This design comes from an exercise in tuning for small area and few clock cycles per item on the open sky130 flow, not from production work. Where RTL was checked, it was by simulation tests only, not by an equivalence proof against the original. Function not checked in run 1: the RTL went through the layout flow alone.

==> flow/design.v, too long to show whole: its modules and the start of the top module <==
// module dsp_mac_pipe: 896 lines
module dsp_mac_pipe (
  input  logic               CLK,
  input  logic               RSTN,
  input  logic               IN_VALID,
  output logic               IN_READY,
  input  logic signed [17:0] A,
  input  logic signed [17:0] B,
  input  logic signed [17:0] D,
  input  logic signed [47:0] C,
  input  logic [3:0]         OPMODE,
  output logic               OUT_VALID,
  input  logic               OUT_READY,
  output logic signed [47:0] P,
  output logic               CARRYOUT,
  output logic               OVERFLOW
);
  // ...
==> flow/flow/run.sh <==
#!/bin/bash
# The standard ORFS layout (the standard.sh), with these changes:
# - the port buffers that global placement inserts on every input and output
#   are sky130_fd_sc_hd__buf_1 instead of the tool's default pick; timing
#   repair still resizes any of them that need more drive;
# - Yosys's synth runs without its early "abc -fast" pass, so the full adders
#   that ORFS extracts keep the polarity the RTL writes them in (the final ABC
#   mapping and everything else are unchanged);
# - clock tree synthesis uses smaller clock buffers, larger sink clusters and
#   no dummy loads.
set -euo pipefail
bash standard.sh "BUFFER_PORTS_ARGS=-buffer_cell sky130_fd_sc_hd__buf_1" "SYNTH_ARGS=-noabc" \
  "CTS_ARGS=-sink_clustering_enable -repair_clock_nets -buf_list {sky130_fd_sc_hd__clkbuf_4 sky130_fd_sc_hd__clkbuf_8} -sink_clustering_size 30 -sink_clustering_max_diameter 100 -dont_use_dummy_load" \
  finish > standard.log 2>&1
==> flow/standard.sh <==
#!/bin/bash
# synth_recipe.tcl (not shown) runs the flow's synth.tcl, then flattens the netlist and writes it again
# the make line also repeats each setting of config.mk as NAME=value (left out here)
make -C /OpenROAD-flow-scripts/flow DESIGN_CONFIG=/design/flow/config.mk WORK_HOME=/design/flow/orfs CLKGATE_MAP_FILE= SYNTH_SCRIPT=/design/flow/synth_recipe.tcl "${@:-finish}"
==> flow/config.mk <==
export PLATFORM = sky130hd
export DESIGN_NAME = dsp_mac_pipe
export DESIGN_NICKNAME = dsp_mac_pipe
export VERILOG_FILES = /design/flow/design.v
export SDC_FILE = /design/flow/constraint.sdc
export NUM_CORES = 4
export LEC_CHECK = 0
export CAP_MARGIN = 20
export CORE_MARGIN = 2
export CORE_UTILIZATION = 40
export SLEW_MARGIN = 20
==> flow/constraint.sdc <==
create_clock -name core_clock -period 7.0 [get_ports {CLK}]
set_input_delay 1.4000 -clock core_clock [delete_from_list [all_inputs] [get_ports {CLK}]]
set_output_delay 1.4000 -clock core_clock [all_outputs]
set_load 0.01 [all_outputs]
==> results.yml, run 1 <==
global_route:
  antenna_found_initial: 0
  grt.busiest_layer: "met2"
  grt-ovfl-total: 0
  grt_start_max_net_pins: 62
finish:
  final_cells: 2079
  final_cell_area_um2: 17900
  buffers: 294
  num_antenna_cells: 0
  fin_nets: 1957
  n_sequential_cell: 143
  multi_input_area_um2: 10900
  reg_top3: "c1_q (48), r_q (48), pre1_q (19)"
critical_path:
  cpMostUsedCell: "fa_1"
  cp-end-kind: "register"
  crit_end: "ovf_q"
  cp_max_fo: 9
synthesis:
  synth_area_leaders: "edfxtp_1 (26%), fa_1 (24%), xnor2_1 (11%), a22oi_1 (7.8%), ha_1 (7.5%)"
  syn_inst: 1354
  synth-edff-count: 137
  ys_ff_latch: 143
  muxShareOfSynthArea: 0.0498
  synth_cell_types: 54
  async_reset_ff_frac: 0.0420
  synth_top_flop_cell: "edfxtp_1"
worst_hold_path:
  min_from: "cnt_q[3]"
  hp-class: "register to register"
die:
  die_area_um2: 40700
placement:
  place_area_um2: 17500
detailed_routing:
  routed_wl_um: 42100
  wl_met3_um: 2590
  drtPass1Iterations: 5
outcome:
  status: "complete, no violations"
clock_network:
  cts-root-buf: "clkbuf_8"
timing:
  relSlewSlack: 0.491
==> inputs of run 2 (changes only) <==
--- a/flow/design.v
+++ b/flow/design.v
@@ -153,25 +153,27 @@
   end
   logic [18:0] pre;
   logic [18:0] a_ext;
   logic [8:0]  one, two, neg;
   assign pre   = pre1_q;
   assign a_ext = {a1_q, 1'b0};
   always_comb begin
     for (int i = 0; i < 9; i++) begin
-      one[i] = v1_q & (a_ext[2*i+1] ^ a_ext[2*i]);
-      two[i] = v1_q & ((a_ext[2*i+2] & ~a_ext[2*i+1] & ~a_ext[2*i]) |
+      one[i] = a_ext[2*i+1] ^ a_ext[2*i];
+      two[i] = ((a_ext[2*i+2] & ~a_ext[2*i+1] & ~a_ext[2*i]) |
                        (~a_ext[2*i+2] & a_ext[2*i+1] & a_ext[2*i]));
       neg[i] = v1_q & (a_ext[2*i+2] ^ op1_q[1]);
     end
   end
+  logic [18:0] pre_v;
   logic [19:0] pre2, pre1;
-  assign pre1 = {pre[18], pre};
-  assign pre2 = {pre, 1'b0};
+  assign pre_v = pre & {19{v1_q}};
+  assign pre1 = {pre_v[18], pre_v};
+  assign pre2 = {pre_v, 1'b0};
   logic [19:0] y0, y1, y2, y3, y4, y5, y6, y7, y8;
   assign y0 = (({20{one[0]}} & pre1) | ({20{two[0]}} & pre2)) ^ {20{neg[0]}};
   assign y1 = (({20{one[1]}} & pre1) | ({20{two[1]}} & pre2)) ^ {20{neg[1]}};
   assign y2 = (({20{one[2]}} & pre1) | ({20{two[2]}} & pre2)) ^ {20{neg[2]}};
   assign y3 = (({20{one[3]}} & pre1) | ({20{two[3]}} & pre2)) ^ {20{neg[3]}};
   assign y4 = (({20{one[4]}} & pre1) | ({20{two[4]}} & pre2)) ^ {20{neg[4]}};
   assign y5 = (({20{one[5]}} & pre1) | ({20{two[5]}} & pre2)) ^ {20{neg[5]}};
   assign y6 = (({20{one[6]}} & pre1) | ({20{two[6]}} & pre2)) ^ {20{neg[6]}};
@@ -587,282 +589,417 @@
   assign sx = {c400, c398, c396, c394, c392, c390, c388, c386, c384, c382, c380, c378, s377, s375, c372, s371, c368, c366, s365, c362, c360, c358, c356, s355, c352, c350, c348, c346, c344, c342, c340, c338, c336, c334, c332, c330, c328, c326, c324, c322, c320, c318, c316, c314, c312, c310, c308, c306, s305};
   assign sy = {s401, s399, s397, s395, s393, s391, s389, s387, s385, s383, s381, s379, c376, c374, s373, c370, s369, s367, c364, s363, s361, s359, s357, c354, s353, s351, s349, s347, s345, s343, s341, s339, s337, s335, s333, s331, s329, s327, s325, s323, s321, s319, s317, s315, s313, s311, s309, s307, y0[0]};
   wire [48:0] cpa_s;
   wire [48:0] cp_g0, cp_p0;
   assign cp_g0 = sx & sy;
   assign cp_p0 = sx ^ sy;
   wire cp_G1, cp_P1;
   assign cp_G1 = cp_g0[1] | (cp_p0[1] & cp_g0[0]);
-  assign cp_P1 = cp_p0[1] & cp_p0[0];
   wire cp_G2, cp_P2;
-  assign cp_G2 = cp_g0[3] | (cp_p0[3] & cp_g0[2]);
-  assign cp_P2 = cp_p0[3] & cp_p0[2];
+  assign cp_G2 = cp_g0[2] | (cp_p0[2] & cp_G1);
   wire cp_G3, cp_P3;
-  assign cp_G3 = cp_g0[5] | (cp_p0[5] & cp_g0[4]);
-  assign cp_P3 = cp_p0[5] & cp_p0[4];
+  assign cp_G3 = cp_g0[3] | (cp_p0[3] & cp_G2);
   wire cp_G4, cp_P4;
-  assign cp_G4 = cp_g0[7] | (cp_p0[7] & cp_g0[6]);
-  assign cp_P4 = cp_p0[7] & cp_p0[6];
+  assign cp_G4 = cp_g0[4] | (cp_p0[4] & cp_G3);
   wire cp_G5, cp_P5;
-  assign cp_G5 = cp_g0[9] | (cp_p0[9] & cp_g0[8]);
-  assign cp_P5 = cp_p0[9] & cp_p0[8];
+  assign cp_G5 = cp_g0[5] | (cp_p0[5] & cp_G4);
   wire cp_G6, cp_P6;
-  assign cp_G6 = cp_g0[11] | (cp_p0[11] & cp_g0[10]);
-  assign cp_P6 = cp_p0[11] & cp_p0[10];
+  assign cp_G6 = cp_g0[6] | (cp_p0[6] & cp_G5);
   wire cp_G7, cp_P7;
-  assign cp_G7 = cp_g0[13] | (cp_p0[13] & cp_g0[12]);
-  assign cp_P7 = cp_p0[13] & cp_p0[12];
+  assign cp_G7 = cp_g0[7] | (cp_p0[7] & cp_G6);
   wire cp_G8, cp_P8;
-  assign cp_G8 = cp_g0[15] | (cp_p0[15] & cp_g0[14]);
-  assign cp_P8 = cp_p0[15] & cp_p0[14];
+  assign cp_G8 = cp_g0[9] | (cp_p0[9] & cp_g0[8]);
+  assign cp_P8 = cp_p0[9] & cp_p0[8];
   wire cp_G9, cp_P9;
-  assign cp_G9 = cp_g0[17] | (cp_p0[17] & cp_g0[16]);
-  assign cp_P9 = cp_p0[17] & cp_p0[16];
+  assign cp_G9 = cp_g0[11] | (cp_p0[11] & cp_g0[10]);
+  assign cp_P9 = cp_p0[11] & cp_p0[10];
   wire cp_G10, cp_P10;
-  assign cp_G10 = cp_g0[19] | (cp_p0[19] & cp_g0[18]);
-  assign cp_P10 = cp_p0[19] & cp_p0[18];
+  assign cp_G10 = cp_g0[13] | (cp_p0[13] & cp_g0[12]);
+  assign cp_P10 = cp_p0[13] & cp_p0[12];
   wire cp_G11, cp_P11;
-  assign cp_G11 = cp_g0[21] | (cp_p0[21] & cp_g0[20]);
-  assign cp_P11 = cp_p0[21] & cp_p0[20];
+  assign cp_G11 = cp_g0[15] | (cp_p0[15] & cp_g0[14]);
+  assign cp_P11 = cp_p0[15] & cp_p0[14];
   wire cp_G12, cp_P12;
-  assign cp_G12 = cp_g0[23] | (cp_p0[23] & cp_g0[22]);
-  assign cp_P12 = cp_p0[23] & cp_p0[22];
+  assign cp_G12 = cp_g0[17] | (cp_p0[17] & cp_g0[16]);
+  assign cp_P12 = cp_p0[17] & cp_p0[16];
   wire cp_G13, cp_P13;
-  assign cp_G13 = cp_g0[25] | (cp_p0[25] & cp_g0[24]);
-  assign cp_P13 = cp_p0[25] & cp_p0[24];
+  assign cp_G13 = cp_g0[19] | (cp_p0[19] & cp_g0[18]);
+  assign cp_P13 = cp_p0[19] & cp_p0[18];
   wire cp_G14, cp_P14;
-  assign cp_G14 = cp_g0[27] | (cp_p0[27] & cp_g0[26]);
-  assign cp_P14 = cp_p0[27] & cp_p0[26];
+  assign cp_G14 = cp_g0[21] | (cp_p0[21] & cp_g0[20]);
+  assign cp_P14 = cp_p0[21] & cp_p0[20];
   wire cp_G15, cp_P15;
-  assign cp_G15 = cp_g0[29] | (cp_p0[29] & cp_g0[28]);
-  assign cp_P15 = cp_p0[29] & cp_p0[28];
+  assign cp_G15 = cp_g0[23] | (cp_p0[23] & cp_g0[22]);
+  assign cp_P15 = cp_p0[23] & cp_p0[22];
   wire cp_G16, cp_P16;
-  assign cp_G16 = cp_g0[31] | (cp_p0[31] & cp_g0[30]);
-  assign cp_P16 = cp_p0[31] & cp_p0[30];
+  assign cp_G16 = cp_g0[25] | (cp_p0[25] & cp_g0[24]);
+  assign cp_P16 = cp_p0[25] & cp_p0[24];
   wire cp_G17, cp_P17;
-  assign cp_G17 = cp_g0[33] | (cp_p0[33] & cp_g0[32]);
-  assign cp_P17 = cp_p0[33] & cp_p0[32];
+  assign cp_G17 = cp_g0[27] | (cp_p0[27] & cp_g0[26]);
+  assign cp_P17 = cp_p0[27] & cp_p0[26];
   wire cp_G18, cp_P18;
-  assign cp_G18 = cp_g0[35] | (cp_p0[35] & cp_g0[34]);
-  assign cp_P18 = cp_p0[35] & cp_p0[34];
+  assign cp_G18 = cp_g0[29] | (cp_p0[29] & cp_g0[28]);
+  assign cp_P18 = cp_p0[29] & cp_p0[28];
   wire cp_G19, cp_P19;
-  assign cp_G19 = cp_g0[37] | (cp_p0[37] & cp_g0[36]);
-  assign cp_P19 = cp_p0[37] & cp_p0[36];
+  assign cp_G19 = cp_g0[31] | (cp_p0[31] & cp_g0[30]);
+  assign cp_P19 = cp_p0[31] & cp_p0[30];
   wire cp_G20, cp_P20;
-  assign cp_G20 = cp_g0[39] | (cp_p0[39] & cp_g0[38]);
-  assign cp_P20 = cp_p0[39] & cp_p0[38];
+  assign cp_G20 = cp_g0[33] | (cp_p0[33] & cp_g0[32]);
+  assign cp_P20 = cp_p0[33] & cp_p0[32];
   wire cp_G21, cp_P21;
-  assign cp_G21 = cp_g0[41] | (cp_p0[41] & cp_g0[40]);
-  assign cp_P21 = cp_p0[41] & cp_p0[40];
+  assign cp_G21 = cp_g0[35] | (cp_p0[35] & cp_g0[34]);
+  assign cp_P21 = cp_p0[35] & cp_p0[34];
   wire cp_G22, cp_P22;
-  assign cp_G22 = cp_g0[43] | (cp_p0[43] & cp_g0[42]);
-  assign cp_P22 = cp_p0[43] & cp_p0[42];
+  assign cp_G22 = cp_g0[37] | (cp_p0[37] & cp_g0[36]);
+  assign cp_P22 = cp_p0[37] & cp_p0[36];
   wire cp_G23, cp_P23;
-  assign cp_G23 = cp_g0[45] | (cp_p0[45] & cp_g0[44]);
-  assign cp_P23 = cp_p0[45] & cp_p0[44];
+  assign cp_G23 = cp_g0[39] | (cp_p0[39] & cp_g0[38]);
+  assign cp_P23 = cp_p0[39] & cp_p0[38];
   wire cp_G24, cp_P24;
-  assign cp_G24 = cp_g0[47] | (cp_p0[47] & cp_g0[46]);
-  assign cp_P24 = cp_p0[47] & cp_p0[46];
+  assign cp_G24 = cp_g0[41] | (cp_p0[41] & cp_g0[40]);
+  assign cp_P24 = cp_p0[41] & cp_p0[40];
   wire cp_G25, cp_P25;
-  assign cp_G25 = cp_G2 | (cp_P2 & cp_G1);
-  assign cp_P25 = cp_P2 & cp_P1;
+  assign cp_G25 = cp_g0[43] | (cp_p0[43] & cp_g0[42]);
+  assign cp_P25 = cp_p0[43] & cp_p0[42];
   wire cp_G26, cp_P26;
-  assign cp_G26 = cp_G4 | (cp_P4 & cp_G3);
-  assign cp_P26 = cp_P4 & cp_P3;
+  assign cp_G26 = cp_g0[45] | (cp_p0[45] & cp_g0[44]);
+  assign cp_P26 = cp_p0[45] & cp_p0[44];
   wire cp_G27, cp_P27;
-  assign cp_G27 = cp_G6 | (cp_P6 & cp_G5);
-  assign cp_P27 = cp_P6 & cp_P5;
+  assign cp_G27 = cp_g0[47] | (cp_p0[47] & cp_g0[46]);
+  assign cp_P27 = cp_p0[47] & cp_p0[46];
   wire cp_G28, cp_P28;
-  assign cp_G28 = cp_G8 | (cp_P8 & cp_G7);
-  assign cp_P28 = cp_P8 & cp_P7;
+  assign cp_G28 = cp_g0[10] | (cp_p0[10] & cp_G8);
+  assign cp_P28 = cp_p0[10] & cp_P8;
   wire cp_G29, cp_P29;
-  assign cp_G29 = cp_G10 | (cp_P10 & cp_G9);
-  assign cp_P29 = cp_P10 & cp_P9;
+  assign cp_G29 = cp_G9 | (cp_P9 & cp_G8);
+  assign cp_P29 = cp_P9 & cp_P8;
   wire cp_G30, cp_P30;
-  assign cp_G30 = cp_G12 | (cp_P12 & cp_G11);
-  assign cp_P30 = cp_P12 & cp_P11;
+  assign cp_G30 = cp_g0[14] | (cp_p0[14] & cp_G10);
+  assign cp_P30 = cp_p0[14] & cp_P10;
   wire cp_G31, cp_P31;
-  assign cp_G31 = cp_G14 | (cp_P14 & cp_G13);
-  assign cp_P31 = cp_P14 & cp_P13;
+  assign cp_G31 = cp_G11 | (cp_P11 & cp_G10);
+  assign cp_P31 = cp_P11 & cp_P10;
   wire cp_G32, cp_P32;
-  assign cp_G32 = cp_G16 | (cp_P16 & cp_G15);
-  assign cp_P32 = cp_P16 & cp_P15;
+  assign cp_G32 = cp_g0[18] | (cp_p0[18] & cp_G12);
+  assign cp_P32 = cp_p0[18] & cp_P12;
   wire cp_G33, cp_P33;
-  assign cp_G33 = cp_G18 | (cp_P18 & cp_G17);
-  assign cp_P33 = cp_P18 & cp_P17;
+  assign cp_G33 = cp_G13 | (cp_P13 & cp_G12);
+  assign cp_P33 = cp_P13 & cp_P12;
   wire cp_G34, cp_P34;
-  assign cp_G34 = cp_G20 | (cp_P20 & cp_G19);
-  assign cp_P34 = cp_P20 & cp_P19;
+  assign cp_G34 = cp_g0[22] | (cp_p0[22] & cp_G14);
+  assign cp_P34 = cp_p0[22] & cp_P14;
   wire cp_G35, cp_P35;
-  assign cp_G35 = cp_G22 | (cp_P22 & cp_G21);
-  assign cp_P35 = cp_P22 & cp_P21;
+  assign cp_G35 = cp_G15 | (cp_P15 & cp_G14);
+  assign cp_P35 = cp_P15 & cp_P14;
   wire cp_G36, cp_P36;
-  assign cp_G36 = cp_G24 | (cp_P24 & cp_G23);
-  assign cp_P36 = cp_P24 & cp_P23;
+  assign cp_G36 = cp_g0[26] | (cp_p0[26] & cp_G16);
+  assign cp_P36 = cp_p0[26] & cp_P16;
   wire cp_G37, cp_P37;
-  assign cp_G37 = cp_G26 | (cp_P26 & cp_G25);
-  assign cp_P37 = cp_P26 & cp_P25;
+  assign cp_G37 = cp_G17 | (cp_P17 & cp_G16);
+  assign cp_P37 = cp_P17 & cp_P16;
   wire cp_G38, cp_P38;
-  assign cp_G38 = cp_G28 | (cp_P28 & cp_G27);
-  assign cp_P38 = cp_P28 & cp_P27;
+  assign cp_G38 = cp_g0[30] | (cp_p0[30] & cp_G18);
+  assign cp_P38 = cp_p0[30] & cp_P18;
   wire cp_G39, cp_P39;
-  assign cp_G39 = cp_G30 | (cp_P30 & cp_G29);
-  assign cp_P39 = cp_P30 & cp_P29;
+  assign cp_G39 = cp_G19 | (cp_P19 & cp_G18);
+  assign cp_P39 = cp_P19 & cp_P18;
   wire cp_G40, cp_P40;
-  assign cp_G40 = cp_G32 | (cp_P32 & cp_G31);
-  assign cp_P40 = cp_P32 & cp_P31;
+  assign cp_G40 = cp_g0[34] | (cp_p0[34] & cp_G20);
+  assign cp_P40 = cp_p0[34] & cp_P20;
   wire cp_G41, cp_P41;
-  assign cp_G41 = cp_G34 | (cp_P34 & cp_G33);
-  assign cp_P41 = cp_P34 & cp_P33;
+  assign cp_G41 = cp_G21 | (cp_P21 & cp_G20);
+  assign cp_P41 = cp_P21 & cp_P20;
   wire cp_G42, cp_P42;
-  assign cp_G42 = cp_G36 | (cp_P36 & cp_G35);
-  assign cp_P42 = cp_P36 & cp_P35;
+  assign cp_G42 = cp_g0[38] | (cp_p0[38] & cp_G22);
+  assign cp_P42 = cp_p0[38] & cp_P22;
   wire cp_G43, cp_P43;
-  assign cp_G43 = cp_G38 | (cp_P38 & cp_G37);
-  assign cp_P43 = cp_P38 & cp_P37;
+  assign cp_G43 = cp_G23 | (cp_P23 & cp_G22);
+  assign cp_P43 = cp_P23 & cp_P22;
   wire cp_G44, cp_P44;
-  assign cp_G44 = cp_G40 | (cp_P40 & cp_G39);
-  assign cp_P44 = cp_P40 & cp_P39;
+  assign cp_G44 = cp_g0[42] | (cp_p0[42] & cp_G24);
+  assign cp_P44 = cp_p0[42] & cp_P24;
   wire cp_G45, cp_P45;
-  assign cp_G45 = cp_G42 | (cp_P42 & cp_G41);
-  assign cp_P45 = cp_P42 & cp_P41;
+  assign cp_G45 = cp_G25 | (cp_P25 & cp_G24);
+  assign cp_P45 = cp_P25 & cp_P24;
   wire cp_G46, cp_P46;
-  assign cp_G46 = cp_G44 | (cp_P44 & cp_G43);
-  assign cp_P46 = cp_P44 & cp_P43;
+  assign cp_G46 = cp_g0[46] | (cp_p0[46] & cp_G26);
+  assign cp_P46 = cp_p0[46] & cp_P26;
   wire cp_G47, cp_P47;
-  assign cp_G47 = cp_G45 | (cp_P45 & cp_G46);
-  assign cp_P47 = cp_P45 & cp_P46;
+  assign cp_G47 = cp_G27 | (cp_P27 & cp_G26);
+  assign cp_P47 = cp_P27 & cp_P26;
   wire cp_G48, cp_P48;
-  assign cp_G48 = cp_G39 | (cp_P39 & cp_G43);
-  assign cp_P48 = cp_P39 & cp_P43;
+  assign cp_G48 = cp_g0[12] | (cp_p0[12] & cp_G29);
+  assign cp_P48 = cp_p0[12] & cp_P29;
   wire cp_G49, cp_P49;
-  assign cp_G49 = cp_G41 | (cp_P41 & cp_G46);
-  assign cp_P49 = cp_P41 & cp_P46;
+  assign cp_G49 = cp_G10 | (cp_P10 & cp_G29);
+  assign cp_P49 = cp_P10 & cp_P29;
   wire cp_G50, cp_P50;
-  assign cp_G50 = cp_G27 | (cp_P27 & cp_G37);
-  assign cp_P50 = cp_P27 & cp_P37;
+  assign cp_G50 = cp_G30 | (cp_P30 & cp_G29);
+  assign cp_P50 = cp_P30 & cp_P29;
   wire cp_G51, cp_P51;
-  assign cp_G51 = cp_G29 | (cp_P29 & cp_G43);
-  assign cp_P51 = cp_P29 & cp_P43;
+  assign cp_G51 = cp_G31 | (cp_P31 & cp_G29);
+  assign cp_P51 = cp_P31 & cp_P29;
   wire cp_G52, cp_P52;
-  assign cp_G52 = cp_G31 | (cp_P31 & cp_G48);
-  assign cp_P52 = cp_P31 & cp_P48;
+  assign cp_G52 = cp_g0[20] | (cp_p0[20] & cp_G33);
+  assign cp_P52 = cp_p0[20] & cp_P33;
   wire cp_G53, cp_P53;
-  assign cp_G53 = cp_G33 | (cp_P33 & cp_G46);
-  assign cp_P53 = cp_P33 & cp_P46;
+  assign cp_G53 = cp_G14 | (cp_P14 & cp_G33);
+  assign cp_P53 = cp_P14 & cp_P33;
   wire cp_G54, cp_P54;
-  assign cp_G54 = cp_G35 | (cp_P35 & cp_G49);
-  assign cp_P54 = cp_P35 & cp_P49;
+  assign cp_G54 = cp_G34 | (cp_P34 & cp_G33);
+  assign cp_P54 = cp_P34 & cp_P33;
   wire cp_G55, cp_P55;
-  assign cp_G55 = cp_G3 | (cp_P3 & cp_G25);
-  assign cp_P55 = cp_P3 & cp_P25;
+  assign cp_G55 = cp_G35 | (cp_P35 & cp_G33);
+  assign cp_P55 = cp_P35 & cp_P33;
   wire cp_G56, cp_P56;
-  assign cp_G56 = cp_G5 | (cp_P5 & cp_G37);
-  assign cp_P56 = cp_P5 & cp_P37;
+  assign cp_G56 = cp_g0[28] | (cp_p0[28] & cp_G37);
+  assign cp_P56 = cp_p0[28] & cp_P37;
   wire cp_G57, cp_P57;
-  assign cp_G57 = cp_G7 | (cp_P7 & cp_G50);
-  assign cp_P57 = cp_P7 & cp_P50;
+  assign cp_G57 = cp_G18 | (cp_P18 & cp_G37);
+  assign cp_P57 = cp_P18 & cp_P37;
   wire cp_G58, cp_P58;
-  assign cp_G58 = cp_G9 | (cp_P9 & cp_G43);
-  assign cp_P58 = cp_P9 & cp_P43;
+  assign cp_G58 = cp_G38 | (cp_P38 & cp_G37);
+  assign cp_P58 = cp_P38 & cp_P37;
   wire cp_G59, cp_P59;
-  assign cp_G59 = cp_G11 | (cp_P11 & cp_G51);
-  assign cp_P59 = cp_P11 & cp_P51;
+  assign cp_G59 = cp_G39 | (cp_P39 & cp_G37);
+  assign cp_P59 = cp_P39 & cp_P37;
   wire cp_G60, cp_P60;
-  assign cp_G60 = cp_G13 | (cp_P13 & cp_G48);
-  assign cp_P60 = cp_P13 & cp_P48;
+  assign cp_G60 = cp_g0[36] | (cp_p0[36] & cp_G41);
+  assign cp_P60 = cp_p0[36] & cp_P41;
   wire cp_G61, cp_P61;
-  assign cp_G61 = cp_G15 | (cp_P15 & cp_G52);
-  assign cp_P61 = cp_P15 & cp_P52;
+  assign cp_G61 = cp_G22 | (cp_P22 & cp_G41);
+  assign cp_P61 = cp_P22 & cp_P41;
   wire cp_G62, cp_P62;
-  assign cp_G62 = cp_G17 | (cp_P17 & cp_G46);
-  assign cp_P62 = cp_P17 & cp_P46;
+  assign cp_G62 = cp_G42 | (cp_P42 & cp_G41);
+  assign cp_P62 = cp_P42 & cp_P41;
   wire cp_G63, cp_P63;
-  assign cp_G63 = cp_G19 | (cp_P19 & cp_G53);
-  assign cp_P63 = cp_P19 & cp_P53;
+  assign cp_G63 = cp_G43 | (cp_P43 & cp_G41);
+  assign cp_P63 = cp_P43 & cp_P41;
   wire cp_G64, cp_P64;
-  assign cp_G64 = cp_G21 | (cp_P21 & cp_G49);
-  assign cp_P64 = cp_P21 & cp_P49;
+  assign cp_G64 = cp_g0[44] | (cp_p0[44] & cp_G45);
+  assign cp_P64 = cp_p0[44] & cp_P45;
   wire cp_G65, cp_P65;
-  assign cp_G65 = cp_G23 | (cp_P23 & cp_G54);
-  assign cp_P65 = cp_P23 & cp_P54;
+  assign cp_G65 = cp_G26 | (cp_P26 & cp_G45);
+  assign cp_P65 = cp_P26 & cp_P45;
   wire cp_G66, cp_P66;
-  assign cp_G66 = cp_g0[2] | (cp_p0[2] & cp_G1);
-  assign cp_P66 = cp_p0[2] & cp_P1;
+  assign cp_G66 = cp_G46 | (cp_P46 & cp_G45);
+  assign cp_P66 = cp_P46 & cp_P45;
   wire cp_G67, cp_P67;
-  assign cp_G67 = cp_g0[4] | (cp_p0[4] & cp_G25);
-  assign cp_P67 = cp_p0[4] & cp_P25;
+  assign cp_G67 = cp_G47 | (cp_P47 & cp_G45);
+  assign cp_P67 = cp_P47 & cp_P45;
   wire cp_G68, cp_P68;
-  assign cp_G68 = cp_g0[6] | (cp_p0[6] & cp_G55);
-  assign cp_P68 = cp_p0[6] & cp_P55;
+  assign cp_G68 = cp_g0[16] | (cp_p0[16] & cp_G51);
+  assign cp_P68 = cp_p0[16] & cp_P51;
   wire cp_G69, cp_P69;
-  assign cp_G69 = cp_g0[8] | (cp_p0[8] & cp_G37);
-  assign cp_P69 = cp_p0[8] & cp_P37;
+  assign cp_G69 = cp_G12 | (cp_P12 & cp_G51);
+  assign cp_P69 = cp_P12 & cp_P51;
   wire cp_G70, cp_P70;
-  assign cp_G70 = cp_g0[10] | (cp_p0[10] & cp_G56);
-  assign cp_P70 = cp_p0[10] & cp_P56;
+  assign cp_G70 = cp_G32 | (cp_P32 & cp_G51);
+  assign cp_P70 = cp_P32 & cp_P51;
   wire cp_G71, cp_P71;
-  assign cp_G71 = cp_g0[12] | (cp_p0[12] & cp_G50);
-  assign cp_P71 = cp_p0[12] & cp_P50;
+  assign cp_G71 = cp_G33 | (cp_P33 & cp_G51);
+  assign cp_P71 = cp_P33 & cp_P51;
   wire cp_G72, cp_P72;
-  assign cp_G72 = cp_g0[14] | (cp_p0[14] & cp_G57);
-  assign cp_P72 = cp_p0[14] & cp_P57;
+  assign cp_G72 = cp_G52 | (cp_P52 & cp_G51);
+  assign cp_P72 = cp_P52 & cp_P51;
   wire cp_G73, cp_P73;
-  assign cp_G73 = cp_g0[16] | (cp_p0[16] & cp_G43);
-  assign cp_P73 = cp_p0[16] & cp_P43;
+  assign cp_G73 = cp_G53 | (cp_P53 & cp_G51);
+  assign cp_P73 = cp_P53 & cp_P51;
   wire cp_G74, cp_P74;
-  assign cp_G74 = cp_g0[18] | (cp_p0[18] & cp_G58);
-  assign cp_P74 = cp_p0[18] & cp_P58;
+  assign cp_G74 = cp_G54 | (cp_P54 & cp_G51);
+  assign cp_P74 = cp_P54 & cp_P51;
   wire cp_G75, cp_P75;
-  assign cp_G75 = cp_g0[20] | (cp_p0[20] & cp_G51);
-  assign cp_P75 = cp_p0[20] & cp_P51;
+  assign cp_G75 = cp_G55 | (cp_P55 & cp_G51);
+  assign cp_P75 = cp_P55 & cp_P51;
   wire cp_G76, cp_P76;
-  assign cp_G76 = cp_g0[22] | (cp_p0[22] & cp_G59);
-  assign cp_P76 = cp_p0[22] & cp_P59;
+  assign cp_G76 = cp_g0[32] | (cp_p0[32] & cp_G59);
+  assign cp_P76 = cp_p0[32] & cp_P59;
   wire cp_G77, cp_P77;
-  assign cp_G77 = cp_g0[24] | (cp_p0[24] & cp_G48);
-  assign cp_P77 = cp_p0[24] & cp_P48;
+  assign cp_G77 = cp_G20 | (cp_P20 & cp_G59);
+  assign cp_P77 = cp_P20 & cp_P59;
   wire cp_G78, cp_P78;
-  assign cp_G78 = cp_g0[26] | (cp_p0[26] & cp_G60);
-  assign cp_P78 = cp_p0[26] & cp_P60;
+  assign cp_G78 = cp_G40 | (cp_P40 & cp_G59);
+  assign cp_P78 = cp_P40 & cp_P59;
   wire cp_G79, cp_P79;
-  assign cp_G79 = cp_g0[28] | (cp_p0[28] & cp_G52);
-  assign cp_P79 = cp_p0[28] & cp_P52;
+  assign cp_G79 = cp_G41 | (cp_P41 & cp_G59);
+  assign cp_P79 = cp_P41 & cp_P59;
   wire cp_G80, cp_P80;
-  assign cp_G80 = cp_g0[30] | (cp_p0[30] & cp_G61);
-  assign cp_P80 = cp_p0[30] & cp_P61;
+  assign cp_G80 = cp_G60 | (cp_P60 & cp_G59);
+  assign cp_P80 = cp_P60 & cp_P59;
   wire cp_G81, cp_P81;
-  assign cp_G81 = cp_g0[32] | (cp_p0[32] & cp_G46);
-  assign cp_P81 = cp_p0[32] & cp_P46;
+  assign cp_G81 = cp_G61 | (cp_P61 & cp_G59);
+  assign cp_P81 = cp_P61 & cp_P59;
   wire cp_G82, cp_P82;
-  assign cp_G82 = cp_g0[34] | (cp_p0[34] & cp_G62);
-  assign cp_P82 = cp_p0[34] & cp_P62;
+  assign cp_G82 = cp_G62 | (cp_P62 & cp_G59);
+  assign cp_P82 = cp_P62 & cp_P59;
   wire cp_G83, cp_P83;
-  assign cp_G83 = cp_g0[36] | (cp_p0[36] & cp_G53);
-  assign cp_P83 = cp_p0[36] & cp_P53;
+  assign cp_G83 = cp_G63 | (cp_P63 & cp_G59);
+  assign cp_P83 = cp_P63 & cp_P59;
   wire cp_G84, cp_P84;
-  assign cp_G84 = cp_g0[38] | (cp_p0[38] & cp_G63);
-  assign cp_P84 = cp_p0[38] & cp_P63;
+  assign cp_G84 = cp_g0[48] | (cp_p0[48] & cp_G67);
+  assign cp_P84 = cp_p0[48] & cp_P67;
   wire cp_G85, cp_P85;
-  assign cp_G85 = cp_g0[40] | (cp_p0[40] & cp_G49);
-  assign cp_P85 = cp_p0[40] & cp_P49;
+  assign cp_G85 = cp_g0[24] | (cp_p0[24] & cp_G75);
+  assign cp_P85 = cp_p0[24] & cp_P75;
   wire cp_G86, cp_P86;
-  assign cp_G86 = cp_g0[42] | (cp_p0[42] & cp_G64);
-  assign cp_P86 = cp_p0[42] & cp_P64;
+  assign cp_G86 = cp_G16 | (cp_P16 & cp_G75);
+  assign cp_P86 = cp_P16 & cp_P75;
   wire cp_G87, cp_P87;
-  assign cp_G87 = cp_g0[44] | (cp_p0[44] & cp_G54);
-  assign cp_P87 = cp_p0[44] & cp_P54;
+  assign cp_G87 = cp_G36 | (cp_P36 & cp_G75);
+  assign cp_P87 = cp_P36 & cp_P75;
   wire cp_G88, cp_P88;
-  assign cp_G88 = cp_g0[46] | (cp_p0[46] & cp_G65);
-  assign cp_P88 = cp_p0[46] & cp_P65;
+  assign cp_G88 = cp_G37 | (cp_P37 & cp_G75);
+  assign cp_P88 = cp_P37 & cp_P75;
   wire cp_G89, cp_P89;
-  assign cp_G89 = cp_g0[48] | (cp_p0[48] & cp_G47);
-  assign cp_P89 = cp_p0[48] & cp_P47;
-  assign cpa_s = {cp_p0[48] ^ cp_G47, cp_p0[47] ^ cp_G88, cp_p0[46] ^ cp_G65, cp_p0[45] ^ cp_G87, cp_p0[44] ^ cp_G54, cp_p0[43] ^ cp_G86, cp_p0[42] ^ cp_G64, cp_p0[41] ^ cp_G85, cp_p0[40] ^ cp_G49, cp_p0[39] ^ cp_G84, cp_p0[38] ^ cp_G63, cp_p0[37] ^ cp_G83, cp_p0[36] ^ cp_G53, cp_p0[35] ^ cp_G82, cp_p0[34] ^ cp_G62, cp_p0[33] ^ cp_G81, cp_p0[32] ^ cp_G46, cp_p0[31] ^ cp_G80, cp_p0[30] ^ cp_G61, cp_p0[29] ^ cp_G79, cp_p0[28] ^ cp_G52, cp_p0[27] ^ cp_G78, cp_p0[26] ^ cp_G60, cp_p0[25] ^ cp_G77, cp_p0[24] ^ cp_G48, cp_p0[23] ^ cp_G76, cp_p0[22] ^ cp_G59, cp_p0[21] ^ cp_G75, cp_p0[20] ^ cp_G51, cp_p0[19] ^ cp_G74, cp_p0[18] ^ cp_G58, cp_p0[17] ^ cp_G73, cp_p0[16] ^ cp_G43, cp_p0[15] ^ cp_G72, cp_p0[14] ^ cp_G57, cp_p0[13] ^ cp_G71, cp_p0[12] ^ cp_G50, cp_p0[11] ^ cp_G70, cp_p0[10] ^ cp_G56, cp_p0[9] ^ cp_G69, cp_p0[8] ^ cp_G37, cp_p0[7] ^ cp_G68, cp_p0[6] ^ cp_G55, cp_p0[5] ^ cp_G67, cp_p0[4] ^ cp_G25, cp_p0[3] ^ cp_G66, cp_p0[2] ^ cp_G1, cp_p0[1] ^ cp_g0[0], cp_p0[0]};
+  assign cp_G89 = cp_G56 | (cp_P56 & cp_G75);
+  assign cp_P89 = cp_P56 & cp_P75;
+  wire cp_G90, cp_P90;
+  assign cp_G90 = cp_G57 | (cp_P57 & cp_G75);
+  assign cp_P90 = cp_P57 & cp_P75;
+  wire cp_G91, cp_P91;
+  assign cp_G91 = cp_G58 | (cp_P58 & cp_G75);
+  assign cp_P91 = cp_P58 & cp_P75;
+  wire cp_G92, cp_P92;
+  assign cp_G92 = cp_G59 | (cp_P59 & cp_G75);
+  assign cp_P92 = cp_P59 & cp_P75;
+  wire cp_G93, cp_P93;
+  assign cp_G93 = cp_G76 | (cp_P76 & cp_G75);
+  assign cp_P93 = cp_P76 & cp_P75;
+  wire cp_G94, cp_P94;
+  assign cp_G94 = cp_G77 | (cp_P77 & cp_G75);
+  assign cp_P94 = cp_P77 & cp_P75;
+  wire cp_G95, cp_P95;
+  assign cp_G95 = cp_G78 | (cp_P78 & cp_G75);
+  assign cp_P95 = cp_P78 & cp_P75;
+  wire cp_G96, cp_P96;
+  assign cp_G96 = cp_G79 | (cp_P79 & cp_G75);
+  assign cp_P96 = cp_P79 & cp_P75;
+  wire cp_G97, cp_P97;
+  assign cp_G97 = cp_G80 | (cp_P80 & cp_G75);
+  assign cp_P97 = cp_P80 & cp_P75;
+  wire cp_G98, cp_P98;
+  assign cp_G98 = cp_G81 | (cp_P81 & cp_G75);
+  assign cp_P98 = cp_P81 & cp_P75;
+  wire cp_G99, cp_P99;
+  assign cp_G99 = cp_G82 | (cp_P82 & cp_G75);
+  assign cp_P99 = cp_P82 & cp_P75;
+  wire cp_G100, cp_P100;
+  assign cp_G100 = cp_G83 | (cp_P83 & cp_G75);
+  assign cp_P100 = cp_P83 & cp_P75;
+  wire cp_G101, cp_P101;
+  assign cp_G101 = cp_g0[40] | (cp_p0[40] & cp_G100);
+  assign cp_P101 = cp_p0[40] & cp_P100;
+  wire cp_G102, cp_P102;
+  assign cp_G102 = cp_G24 | (cp_P24 & cp_G100);
+  assign cp_P102 = cp_P24 & cp_P100;
+  wire cp_G103, cp_P103;
+  assign cp_G103 = cp_G44 | (cp_P44 & cp_G100);
+  assign cp_P103 = cp_P44 & cp_P100;
+  wire cp_G104, cp_P104;
+  assign cp_G104 = cp_G45 | (cp_P45 & cp_G100);
+  assign cp_P104 = cp_P45 & cp_P100;
+  wire cp_G105, cp_P105;
+  assign cp_G105 = cp_G64 | (cp_P64 & cp_G100);
+  assign cp_P105 = cp_P64 & cp_P100;
+  wire cp_G106, cp_P106;
+  assign cp_G106 = cp_G65 | (cp_P65 & cp_G100);
+  assign cp_P106 = cp_P65 & cp_P100;
+  wire cp_G107, cp_P107;
+  assign cp_G107 = cp_G66 | (cp_P66 & cp_G100);
+  assign cp_P107 = cp_P66 & cp_P100;
+  wire cp_G108, cp_P108;
+  assign cp_G108 = cp_G67 | (cp_P67 & cp_G100);
+  assign cp_P108 = cp_P67 & cp_P100;
+  wire cp_G109, cp_P109;
+  assign cp_G109 = cp_G84 | (cp_P84 & cp_G100);
+  assign cp_P109 = cp_P84 & cp_P100;
+  wire cp_G110, cp_P110;
+  assign cp_G110 = cp_g0[8] | (cp_p0[8] & cp_G7);
+  wire cp_G111, cp_P111;
+  assign cp_G111 = cp_G8 | (cp_P8 & cp_G7);
+  wire cp_G112, cp_P112;
+  assign cp_G112 = cp_G28 | (cp_P28 & cp_G7);
+  wire cp_G113, cp_P113;
+  assign cp_G113 = cp_G29 | (cp_P29 & cp_G7);
+  wire cp_G114, cp_P114;
+  assign cp_G114 = cp_G48 | (cp_P48 & cp_G7);
+  wire cp_G115, cp_P115;
+  assign cp_G115 = cp_G49 | (cp_P49 & cp_G7);
+  wire cp_G116, cp_P116;
+  assign cp_G116 = cp_G50 | (cp_P50 & cp_G7);
+  wire cp_G117, cp_P117;
+  assign cp_G117 = cp_G51 | (cp_P51 & cp_G7);
+  wire cp_G118, cp_P118;
+  assign cp_G118 = cp_G68 | (cp_P68 & cp_G7);
+  wire cp_G119, cp_P119;
+  assign cp_G119 = cp_G69 | (cp_P69 & cp_G7);
+  wire cp_G120, cp_P120;
+  assign cp_G120 = cp_G70 | (cp_P70 & cp_G7);
+  wire cp_G121, cp_P121;
+  assign cp_G121 = cp_G71 | (cp_P71 & cp_G7);
+  wire cp_G122, cp_P122;
+  assign cp_G122 = cp_G72 | (cp_P72 & cp_G7);
+  wire cp_G123, cp_P123;
+  assign cp_G123 = cp_G73 | (cp_P73 & cp_G7);
+  wire cp_G124, cp_P124;
+  assign cp_G124 = cp_G74 | (cp_P74 & cp_G7);
+  wire cp_G125, cp_P125;
+  assign cp_G125 = cp_G75 | (cp_P75 & cp_G7);
+  wire cp_G126, cp_P126;
+  assign cp_G126 = cp_G85 | (cp_P85 & cp_G7);
+  wire cp_G127, cp_P127;
+  assign cp_G127 = cp_G86 | (cp_P86 & cp_G7);
+  wire cp_G128, cp_P128;
+  assign cp_G128 = cp_G87 | (cp_P87 & cp_G7);
+  wire cp_G129, cp_P129;
+  assign cp_G129 = cp_G88 | (cp_P88 & cp_G7);
+  wire cp_G130, cp_P130;
+  assign cp_G130 = cp_G89 | (cp_P89 & cp_G7);
+  wire cp_G131, cp_P131;
+  assign cp_G131 = cp_G90 | (cp_P90 & cp_G7);
+  wire cp_G132, cp_P132;
+  assign cp_G132 = cp_G91 | (cp_P91 & cp_G7);
+  wire cp_G133, cp_P133;
+  assign cp_G133 = cp_G92 | (cp_P92 & cp_G7);
+  wire cp_G134, cp_P134;
+  assign cp_G134 = cp_G93 | (cp_P93 & cp_G7);
+  wire cp_G135, cp_P135;
+  assign cp_G135 = cp_G94 | (cp_P94 & cp_G7);
+  wire cp_G136, cp_P136;
+  assign cp_G136 = cp_G95 | (cp_P95 & cp_G7);
+  wire cp_G137, cp_P137;
+  assign cp_G137 = cp_G96 | (cp_P96 & cp_G7);
+  wire cp_G138, cp_P138;
+  assign cp_G138 = cp_G97 | (cp_P97 & cp_G7);
+  wire cp_G139, cp_P139;
+  assign cp_G139 = cp_G98 | (cp_P98 & cp_G7);
+  wire cp_G140, cp_P140;
+  assign cp_G140 = cp_G99 | (cp_P99 & cp_G7);
+  wire cp_G141, cp_P141;
+  assign cp_G141 = cp_G100 | (cp_P100 & cp_G7);
+  wire cp_G142, cp_P142;
+  assign cp_G142 = cp_G101 | (cp_P101 & cp_G7);
+  wire cp_G143, cp_P143;
+  assign cp_G143 = cp_G102 | (cp_P102 & cp_G7);
+  wire cp_G144, cp_P144;
+  assign cp_G144 = cp_G103 | (cp_P103 & cp_G7);
+  wire cp_G145, cp_P145;
+  assign cp_G145 = cp_G104 | (cp_P104 & cp_G7);
+  wire cp_G146, cp_P146;
+  assign cp_G146 = cp_G105 | (cp_P105 & cp_G7);
+  wire cp_G147, cp_P147;
+  assign cp_G147 = cp_G106 | (cp_P106 & cp_G7);
+  wire cp_G148, cp_P148;
+  assign cp_G148 = cp_G107 | (cp_P107 & cp_G7);
+  wire cp_G149, cp_P149;
+  assign cp_G149 = cp_G108 | (cp_P108 & cp_G7);
+  wire cp_G150, cp_P150;
+  assign cp_G150 = cp_G109 | (cp_P109 & cp_G7);
+  assign cpa_s = {cp_p0[48] ^ cp_G149, cp_p0[47] ^ cp_G148, cp_p0[46] ^ cp_G147, cp_p0[45] ^ cp_G146, cp_p0[44] ^ cp_G145, cp_p0[43] ^ cp_G144, cp_p0[42] ^ cp_G143, cp_p0[41] ^ cp_G142, cp_p0[40] ^ cp_G141, cp_p0[39] ^ cp_G140, cp_p0[38] ^ cp_G139, cp_p0[37] ^ cp_G138, cp_p0[36] ^ cp_G137, cp_p0[35] ^ cp_G136, cp_p0[34] ^ cp_G135, cp_p0[33] ^ cp_G134, cp_p0[32] ^ cp_G133, cp_p0[31] ^ cp_G132, cp_p0[30] ^ cp_G131, cp_p0[29] ^ cp_G130, cp_p0[28] ^ cp_G129, cp_p0[27] ^ cp_G128, cp_p0[26] ^ cp_G127, cp_p0[25] ^ cp_G126, cp_p0[24] ^ cp_G125, cp_p0[23] ^ cp_G124, cp_p0[22] ^ cp_G123, cp_p0[21] ^ cp_G122, cp_p0[20] ^ cp_G121, cp_p0[19] ^ cp_G120, cp_p0[18] ^ cp_G119, cp_p0[17] ^ cp_G118, cp_p0[16] ^ cp_G117, cp_p0[15] ^ cp_G116, cp_p0[14] ^ cp_G115, cp_p0[13] ^ cp_G114, cp_p0[12] ^ cp_G113, cp_p0[11] ^ cp_G112, cp_p0[10] ^ cp_G111, cp_p0[9] ^ cp_G110, cp_p0[8] ^ cp_G7, cp_p0[7] ^ cp_G6, cp_p0[6] ^ cp_G5, cp_p0[5] ^ cp_G4, cp_p0[4] ^ cp_G3, cp_p0[3] ^ cp_G2, cp_p0[2] ^ cp_G1, cp_p0[1] ^ cp_g0[0], cp_p0[0]};
   logic [48:0] u;
   assign u = cpa_s;
   logic s_m;
   assign s_m = (a1_q[17] ^ pre[18]) & (|a1_q) & (|pre);
   logic [47:0] res;
   logic        ovf, co, last, emit;
   assign res  = u[47:0];
   assign ovf  = u[48] ^ u[47];
==> flow/config.mk (replaced) <==
export PLATFORM = sky130hd
export DESIGN_NAME = dsp_mac_pipe
export DESIGN_NICKNAME = dsp_mac_pipe
export VERILOG_FILES = /design/flow/design.v
export SDC_FILE = /design/flow/constraint.sdc
export NUM_CORES = 4
export LEC_CHECK = 0
export CAP_MARGIN = 20
export CORE_MARGIN = 2
export CORE_UTILIZATION = 40
export GPL_ROUTABILITY_DRIVEN = 0
export SLEW_MARGIN = 20
==> results.yml, run 2 <==
outcome:
  status: "complete, no violations"
worst_hold_path:
  worstHoldEndpoint: "cnt_q[3]"
  hp-class: "register to register"
  hold-path-cell-count: 1
  min_from: "cnt_q[3]"
die:
  fp.dieH_um: 198
  core_area_um2: 37300
  rows: 71
  die_x_um: 198
  start_util: 0.403
  die_area_um2: 39200
  num_io_pins: 162
clock_network:
  cts_setup_buffers: 0
  h-tree-depth: 4
  cts_buffers: 17
  cts_tree: "done"
  clk_path_buf_depth: 2
  clk_pin_slew_ns: 0.10
  post_cts_resized: 0
  worstSkewPairLatency_ns: 0.51
  cts-root-buf: "clkbuf_8"
  hold_buffers: 0
  numClockSinks: 143
critical_path:
  rr_startpoint: "cnt_q[0]"
  ff2ff_setup_slack_ns: 0.33
  cp_max_fo: 6
  cp-end-kind: "register"
  timing.rr.end: "co_q"
  arrival_ns: 6.95
  worstSetupPathType: "register to register"
  worstPathRequired_ns: 7.28
  worstRegToRegCells: 23
  start_kind: "register"
job:
  drv_cap: 0
global_route:
  grt-ovfl-total: 0
  grt_pass1_wl_um: 62000
  grt_start_max_net_pins: 63
  antenna_found_initial: 0
  grt_pass1_vias: 11100
  grt_usage: 0.208
timing:
  relSlewSlack: 0.443
  clock_skew_ns: 0.0458
  max_clock_freq_mhz: 150
  maxSlewViolCount: 0
  tightestPinTransition_ns: 0.836
  period_minus_slack_ns: 6.67
  final-hold-violation-count: 0
  setup_viol: 0
  finalCritPeriodShare: 0.953
detailed_routing:
  ant_nets: 0
  drt_iter0_drc: 771
  routed_wl_um: 38900
  avgViaCountPerCell: 5.50
  vias: 10700
  route.detailed.drc: 0
  post_drt_wl_per_cell_um: 19.9
  drtPass1Iterations: 5
synthesis:
  syn_inst: 1335
  synth.most_common_cell: "xnor2_1"
  synth_common_cells: "xnor2_1 (209), fa_1 (174), edfxtp_1 (137)"
  avgSynthCellArea_um2: 11.3
  yosysWarnings: 1
  synthesis.nets: 1707
  synth_cell_types: 63
  async_reset_ff_frac: 0.0420
  synth-edff-count: 137
  synth_top_area_cell: "edfxtp_1"
  synth_top_flop_cell: "edfxtp_1"
  ys_ff_latch: 143
  synth_area_leaders: "edfxtp_1 (27%), fa_1 (23%), xnor2_1 (12%), ha_1 (7.3%), o22ai_1 (5.3%)"
  syn_area_um2: 15000
  netlist.area_leader.share: 0.273
  synth_seq_area_share: 0.283
finish:
  syn_to_final_growth_pct: 10.3
  layout_commonest_cell: "xnor2_1"
  reg_top3: "c1_q (48), r_q (48), pre1_q (19)"
  drive_gt1_frac: 0.0738
  num_antenna_cells: 0
  post-route-util: 0.445
  multi_input_area_um2: 10300
  fin_nets: 1851
  fillerInstances: 3581
  seq_area_um2: 4260
  mostFrequentLayoutCells: "xnor2_1 (209), fa_1 (174), buf_1 (161)"
placement:
  place.port_buffers: 161
  hpwl_um: 30900
[run 2: changes by cell type after synthesis, moves of 12 or more]
cell	before	now
a21o_1	34	22
a21oi_1	19	35
a22oi_1	162	32
buf_1	16	3
fa_1	190	174
mux2i_1	52	26
nor2_1	11	39
o22ai_1	3	127
xnor2_1	196	209
[run 2: worst max path at each step]
stage / from / end
after CTS: a1_q[3] / co_q
after global routing: cnt_q[0] / co_q
final: cnt_q[0] / co_q
after detailed placement: a1_q[3] / co_q
after global placement: a1_q[3] / co_q
after floorplan: v1_q / co_q
[run 2: logic make-up after synthesis]
kind of cell	share of synthesized area
XOR/XNOR	0.151
adder cells (fa/ha/maj)	0.305
buffers and inverters	0.0368
AND/OR/NAND/NOR	0.0706
flip-flops	0.283
multiplexers	0.0345
AO/OA/AOI/OAI	0.119
[run 2: area by class of cell]
| cell class | instances | share of cell area |
|---|---|---|
| Tap cell | 474 | 0.0357 |
| Multi-Input combinational cell | 1045 | 0.618 |
| Inverter | 63 | 0.0146 |
| Clock buffer | 17 | 0.0141 |
| Sequential cell | 143 | 0.257 |
| Timing Repair Buffer | 209 | 0.0604 |
[run 2: worst max-delay path, stage by stage, from the launching register on]
cell and delay [ns]:
dfrtp_1 0.43, inv_1 0.08, ha_1 0.14, nand2_1 0.06, nand2_2 0.14, mux2_2 0.35
ha_1 0.27, ha_1 0.21, fa_1 0.39, fa_1 0.40, fa_1 0.41, fa_1 0.41
fa_1 0.41, fa_1 0.39, fa_1 0.43, nand2_1 0.11, nor2_1 0.15, a311o_1 0.37
a31o_1 0.27, o2111a_2 0.28, o211ai_2 0.24, nand2_2 0.11, nor4_2 0.20, and4bb_1 0.23
[run 2: layer usage]
layer | vias to the layer above | global-route usage | part of all wire
met3 | 48 | 0.0358 | 0.065
met4 | 0 | 0.0682 | 0.023
met5 | - | 0 | 0
met2 | 390 | 0.336 | 0.47
li1 | 4994 | - | -
met1 | 5307 | 0.285 | 0.44
[run 2: per-stage QoR]
stage	worst slack, ns	area (um^2)	std cells	hold slack (ns)	TNS (ns)
finish	0.328	16600	1951	0.503	0
global route	-0.00671	16600	1951	0.565	-0.00671
CTS	0.114	16600	1951	0.507	0
detailed placement	0.156	16300	1934	0.499	0
global placement	0.277	16300	1934	0.494	0
floorplan	0.414	15000	1335	0.469	0
Testbench counts of run 2, summed over its fixed seeds: cycles 32,062, items 32,046.
==> inputs of run 3 (changes only) <==
--- a/flow/config.mk
+++ b/flow/config.mk
@@ -8,5 +8,5 @@
 export CAP_MARGIN = 20
 export CORE_MARGIN = 2
 export CORE_UTILIZATION = 40
-export GPL_ROUTABILITY_DRIVEN = 0
+export PLACE_DENSITY = 0.72
 export SLEW_MARGIN = 20
==> results.yml, run 3 <==
outcome:
  status: "complete, no violations"
clock_network:
  clk_pin_slew_ns: 0.09
  cts_setup_buffers: 0
  h-tree-depth: 4
  hold_buffers: 0
  post_cts_resized: 0
  cts_tree: "done"
  clk_path_buf_depth: 2
  numClockSinks: 143
  cts-root-buf: "clkbuf_8"
  worstSkewPairLatency_ns: 0.48
  cts_buffers: 17
timing:
  final-hold-violation-count: 0
  tightestPinTransition_ns: 0.786
  fin_hold_ws_ns: 0.534
  setup_viol: 0
  setup_tns_ns: 0
  maxSlewViolCount: 0
  worst_slack_ns: 0.241
  rsz0062_at_grt: "no"
  finalCritPeriodShare: 0.966
  max_clock_freq_mhz: 148
  clock_skew_ns: 0.0309
  relSlewSlack: 0.475
  period_minus_slack_ns: 6.76
synthesis:
  ys_ff_latch: 143
  synth-edff-count: 137
  yosysWarnings: 1
  syn_area_um2: 15000
  avgSynthCellArea_um2: 11.3
  synth_cell_types: 63
  synth_area_leaders: "edfxtp_1 (27%), fa_1 (23%), xnor2_1 (12%), ha_1 (7.3%), o22ai_1 (5.3%)"
  synthesis.nets: 1707
  synth_seq_area_share: 0.283
  synth.most_common_cell: "xnor2_1"
  synth_common_cells: "xnor2_1 (209), fa_1 (174), edfxtp_1 (137)"
  async_reset_ff_frac: 0.0420
  synth_top_area_cell: "edfxtp_1"
  synth_top_flop_cell: "edfxtp_1"
  syn_inst: 1335
  netlist.area_leader.share: 0.273
placement:
  place.port_buffers: 161
  hpwl_um: 31600
  dp_slack_ns: 0.207
  gp_congestion: 0.915
critical_path:
  cp-end-kind: "register"
  crit_chain: "inv_1 > ha_1 > nand2_1 > nand2_2 > mux2_2 > ha_1 > ha_1 > fa_1 > fa_1 > fa_1 > fa_1 > fa_1 > fa_1 > fa_1 > nand2_1 > nor2_1 > a311o_1 > a31o_1 > o2111a_2 > o211ai_2 > nand2_1 > nor4_1 > and4bb_1"
  worstPathRequired_ns: 7.24
  cp_max_fo: 4
  timing.rr.end: "co_q"
  ff2ff_setup_slack_ns: 0.24
  cpMostUsedCell: "fa_1"
  start_kind: "register"
  rr_startpoint: "cnt_q[1]"
  max_stage_delay_ns: 0.42
  arrival_ns: 7.00
  worstRegToRegCells: 23
  crit_family: "adder cells"
  cp_num_buf_inv: 1
  worstSetupPathType: "register to register"
  cpMaxStageDelayCell: "dfrtp_1"
finish:
  post-route-util: 0.445
  reg_top3: "c1_q (48), r_q (48), pre1_q (19)"
  multi_input_area_um2: 10300
  fin_nets: 1855
  fillerInstances: 3557
  num_antenna_cells: 0
  layout_commonest_cell: "xnor2_1"
  mostFrequentLayoutCells: "xnor2_1 (209), fa_1 (174), buf_1 (161)"
  syn_to_final_growth_pct: 10.3
  drive_gt1_frac: 0.0756
  seq_area_um2: 4260
worst_hold_path:
  hp-class: "register to register"
  worstHoldEndpoint: "cnt_q[3]"
  min_from: "cnt_q[3]"
  hold-path-cell-count: 1
global_route:
  grt-ovfl-total: 0
  grt_pass1_wl_um: 63900
  antenna_found_initial: 0
  grt_pass1_vias: 11600
  grt_usage: 0.214
  grt_start_max_net_pins: 50
die:
  num_io_pins: 162
  die_area_um2: 39200
  fp.dieH_um: 198
  die_x_um: 198
  core_area_um2: 37300
  rows: 71
  start_util: 0.403
detailed_routing:
  route.detailed.drc: 0
  routed_wl_um: 40800
  drt_iter0_drc: 870
  drtPass1Iterations: 5
  post_drt_wl_per_cell_um: 20.9
  avgViaCountPerCell: 5.61
  ant_nets: 0
  vias: 11000
job:
  drv_cap: 0
## run 3: routing by layer
metal,up-vias,wire (um),global-route usage
met5,-,0,0
met4,0,1030,0.0735
met3,78,2530,0.0363
met2,448,19000,0.350
met1,5434,18200,0.289
li1,5012,-,-
## run 3: layout make-up
type	count	share of cell area
multi-input cells	1045	0.618
flip-flops and latches	143	0.257
repair buffers	213	0.0614
clock buffers	17	0.0141
well taps	474	0.0357
inverters	63	0.0142
## run 3: cells by family (layout without fill, tap and decap cells)
family,after synthesis,after routing,synth area share
AOI/OAI and AO/OA,272,272,0.119
xor gates and xnor gates,260,260,0.151
adders and majority gates,262,262,0.305
buffers and inverters,147,293,0.0368
DFF,143,143,0.283
muxes,49,49,0.0345
and+or+nand+nor,202,202,0.0706
## run 3: worst max-delay path by stage
stage	endpoint	start	slack, ns	cells past startpoint
final	co_q	cnt_q[1]	0.24	23
after global routing	co_q	cnt_q[0]	0.01	23
after CTS	co_q	cnt_q[1]	0.21	23
after detailed placement	co_q	cnt_q[1]	0.21	22
after global placement	co_q	cnt_q[0]	0.33	23
after floorplan	co_q	v1_q	0.41	21
## run 3: metrics by stage
step           instances  area (um^2)
3_5_place_dp        1938        16400
4_1_cts             1955        16600
3_3_place_gp        1938        16400
6_report            1955        16600
2_1_floorplan       1335        15000
5_1_grt             1955        16600
## run 3: worst reg2reg max path, delay by kind of cell, from the launching register on
kind / cells / cell delay, ns
and+or+nand+nor: 7 / 1.06
buffers and inverters: 1 / 0.10
DFF: 1 / 0.42
muxes: 1 / 0.36
AOI/OAI and AO/OA: 4 / 1.14
adders and majority gates: 10 / 3.48
==> inputs of run 4 (changes only) <==
--- a/flow/config.mk
+++ b/flow/config.mk
@@ -8,5 +8,4 @@
 export CAP_MARGIN = 20
 export CORE_MARGIN = 2
 export CORE_UTILIZATION = 40
-export PLACE_DENSITY = 0.72
 export SLEW_MARGIN = 20
==> results.yml, run 4 <==
synthesis:
  syn_area_um2: 15000
  synth_common_cells: "xnor2_1 (209), fa_1 (174), edfxtp_1 (137)"
  synth_top_flop_cell: "edfxtp_1"
  avgSynthCellArea_um2: 11.3
  synth_cell_types: 63
  synth_seq_area_share: 0.283
  yosysWarnings: 1
  syn_inst: 1335
  synth.most_common_cell: "xnor2_1"
  synth_top_area_cell: "edfxtp_1"
  ys_ff_latch: 143
  async_reset_ff_frac: 0.0420
  synthesis.nets: 1707
  synth-edff-count: 137
  netlist.area_leader.share: 0.273
  synth_area_leaders: "edfxtp_1 (27%), fa_1 (23%), xnor2_1 (12%), ha_1 (7.3%), o22ai_1 (5.3%)"
timing:
  max_clock_freq_mhz: 149
  rsz0062_at_grt: "no"
  tightestPinTransition_ns: 0.833
  final-hold-violation-count: 0
  fin_hold_ws_ns: 0.508
  setup_tns_ns: 0
  clock_skew_ns: 0.0414
  relSlewSlack: 0.441
  maxSlewViolCount: 0
  finalCritPeriodShare: 0.957
  setup_viol: 0
  period_minus_slack_ns: 6.70
clock_network:
  h-tree-depth: 4
  worstSkewPairLatency_ns: 0.51
  cts-root-buf: "clkbuf_8"
  clk_pin_slew_ns: 0.10
  clk_path_buf_depth: 2
  cts_tree: "done"
  hold_buffers: 0
  cts_buffers: 17
  numClockSinks: 143
global_route:
  grt_pass1_vias: 11300
  grt_pass1_wl_um: 63100
  grt-ovfl-total: 0
  grt_usage: 0.212
  grt_start_max_net_pins: 65
  antenna_found_initial: 0
placement:
  hpwl_um: 31300
  place.port_buffers: 161
  gp_congestion: 0.885
  placed_cells: 1936
  place_area_um2: 16300
detailed_routing:
  vias: 10700
  post_drt_wl_per_cell_um: 20.1
  wl_met3_um: 2470
  wl_met1_um: 17600
  drtPass1Iterations: 5
  drt_iter0_drc: 808
  ant_nets: 0
  avgViaCountPerCell: 5.49
  highest_layer: "met4"
  route.met2.wl_um: 18300
  routed_wl_um: 39200
  route.detailed.drc: 0
worst_hold_path:
  hp-class: "register to register"
  min_from: "cnt_q[3]"
  hold-path-cell-count: 1
  worstHoldEndpoint: "cnt_q[3]"
die:
  fp.dieH_um: 198
  die_x_um: 198
  start_util: 0.403
  rows: 71
  die_area_um2: 39200
  core_area_um2: 37300
  num_io_pins: 162
critical_path:
  ff2ff_setup_slack_ns: 0.30
  cpMostUsedCell: "fa_1"
  worstPathRequired_ns: 7.28
  worstRegToRegCells: 23
  cpMaxStageDelayCell: "dfrtp_1"
  crit_chain: "inv_1 > ha_1 > nand2_1 > nand2_2 > mux2_2 > ha_1 > ha_1 > fa_1 > fa_1 > fa_1 > fa_1 > fa_1 > fa_1 > fa_1 > nand2_1 > nor2_2 > a311o_1 > a31o_1 > o2111a_2 > o211ai_2 > nand2_1 > nor4_2 > and4bb_1"
  start_kind: "register"
  max_stage_delay_ns: 0.44
  timing.rr.end: "co_q"
  cp-end-kind: "register"
  rr_startpoint: "cnt_q[0]"
  arrival_ns: 6.98
  worstSetupPathType: "register to register"
  cp_max_fo: 6
finish:
  layout_commonest_cell: "xnor2_1"
  mostFrequentLayoutCells: "xnor2_1 (209), fa_1 (174), buf_1 (161)"
  post-route-util: 0.444
  final_cells: 1953
  final_cell_area_um2: 16600
  fin_nets: 1853
  reg_top3: "c1_q (48), r_q (48), pre1_q (19)"
  drive_gt1_frac: 0.0751
  syn_to_final_growth_pct: 10.1
  num_antenna_cells: 0
job:
  drv_cap: 0
outcome:
  status: "complete, no violations"
==> run 4: cell types whose count changed in the layout (fill, tap and decap cells not counted), sizes merged <==
cell  delta
buf      -2
==> run 4: area by class of cell <==
type | instances | area [um^2]
Tap cell | 474 | 593
Timing Repair Buffer | 211 | 980
Sequential cell | 143 | 4260
Fill cell | 3561 | 20700
Inverter | 63 | 239
Clock buffer | 17 | 234
Multi-Input combinational cell | 1045 | 10300
==> run 4: worst max-delay path by stage <==
stage              from   end  slack [ns]  cells past startpoint
2_1_floorplan      v1_q  co_q        0.41                     21
3_3_place_gp    a1_q[3]  co_q        0.27                     20
3_5_place_dp    a1_q[3]  co_q        0.12                     20
4_1_cts         a1_q[3]  co_q        0.17                     20
5_1_grt         a1_q[1]  co_q        0.02                     19
6_report       cnt_q[0]  co_q        0.30                     23
==> run 4: repair_timing <==
item	in CTS	in global routing
gates resized for setup	0	6
endpoints found under the hold margin	0	0
setup buffers	0	0
endpoints found under the setup margin	0	8
==> run 4: worst max-delay path: cells and delay by family, from the launching register on <==
| kind | cells | cell delay, ns |
|---|---|---|
| compound gates | 4 | 1.11 |
| fa+ha+maj | 10 | 3.51 |
| buf+inv | 1 | 0.09 |
| flops | 1 | 0.44 |
| mux | 1 | 0.35 |
| simple gates | 7 | 1.01 |
==> run 4: cell families after synthesis <==
| kind of cell | share of synthesized area |
|---|---|
| multiplexers | 0.0345 |
| AO/OA/AOI/OAI | 0.119 |
| buffers and inverters | 0.0368 |
| adder cells (fa/ha/maj) | 0.305 |
| XOR/XNOR | 0.151 |
| AND/OR/NAND/NOR | 0.0706 |
| flip-flops | 0.283 |
==> run 4: routing by layer <==
metal  GRT usage  vias up
met5           0        -
met4      0.0585        0
met3      0.0388       55
met2       0.340      364
met1       0.294     5306
li1            -     4992
==> run 4: stage by stage <==
stage,worst slack [ns]
global placement,0.270
detailed placement,0.122
finish,0.299
CTS,0.167
floorplan,0.414
global route,0.0212

==> re-timing with driven ports <==
The flow's constraints put no driver on any port. The routed layouts listed below were extracted and timed again, unchanged, in two steps.
Step 1 sets driving cells, clkbuf_16 on the clock port and buf_2 on the other inputs (assumed; they add their load-dependent delay and slew).
Step 2 adds t to the input delays and takes it off the output delays; t is the mean of the earliest and latest rising clock arrival at the registers after step 1. Input paths then give back, and output paths get back, about the clock's delay inside the block.
a / b / c = ideal / step 1 / step 2; a / b = the first two.
| run | shift t [ns] | setup slack, ns | cell pins on the clock port's net |
|---|---|---|---|
| run 1 | 0.549 | 0.300 / 0.300 / 0.300 | 1 |
| run 2 | 0.537 | 0.328 / 0.328 / 0.328 | 1 |
| run 3 | 0.510 | 0.241 / 0.241 / 0.241 | 1 |
| run 4 | 0.534 | 0.299 / 0.299 / 0.299 | 1 |
After both steps setup and hold are still met in every run listed.
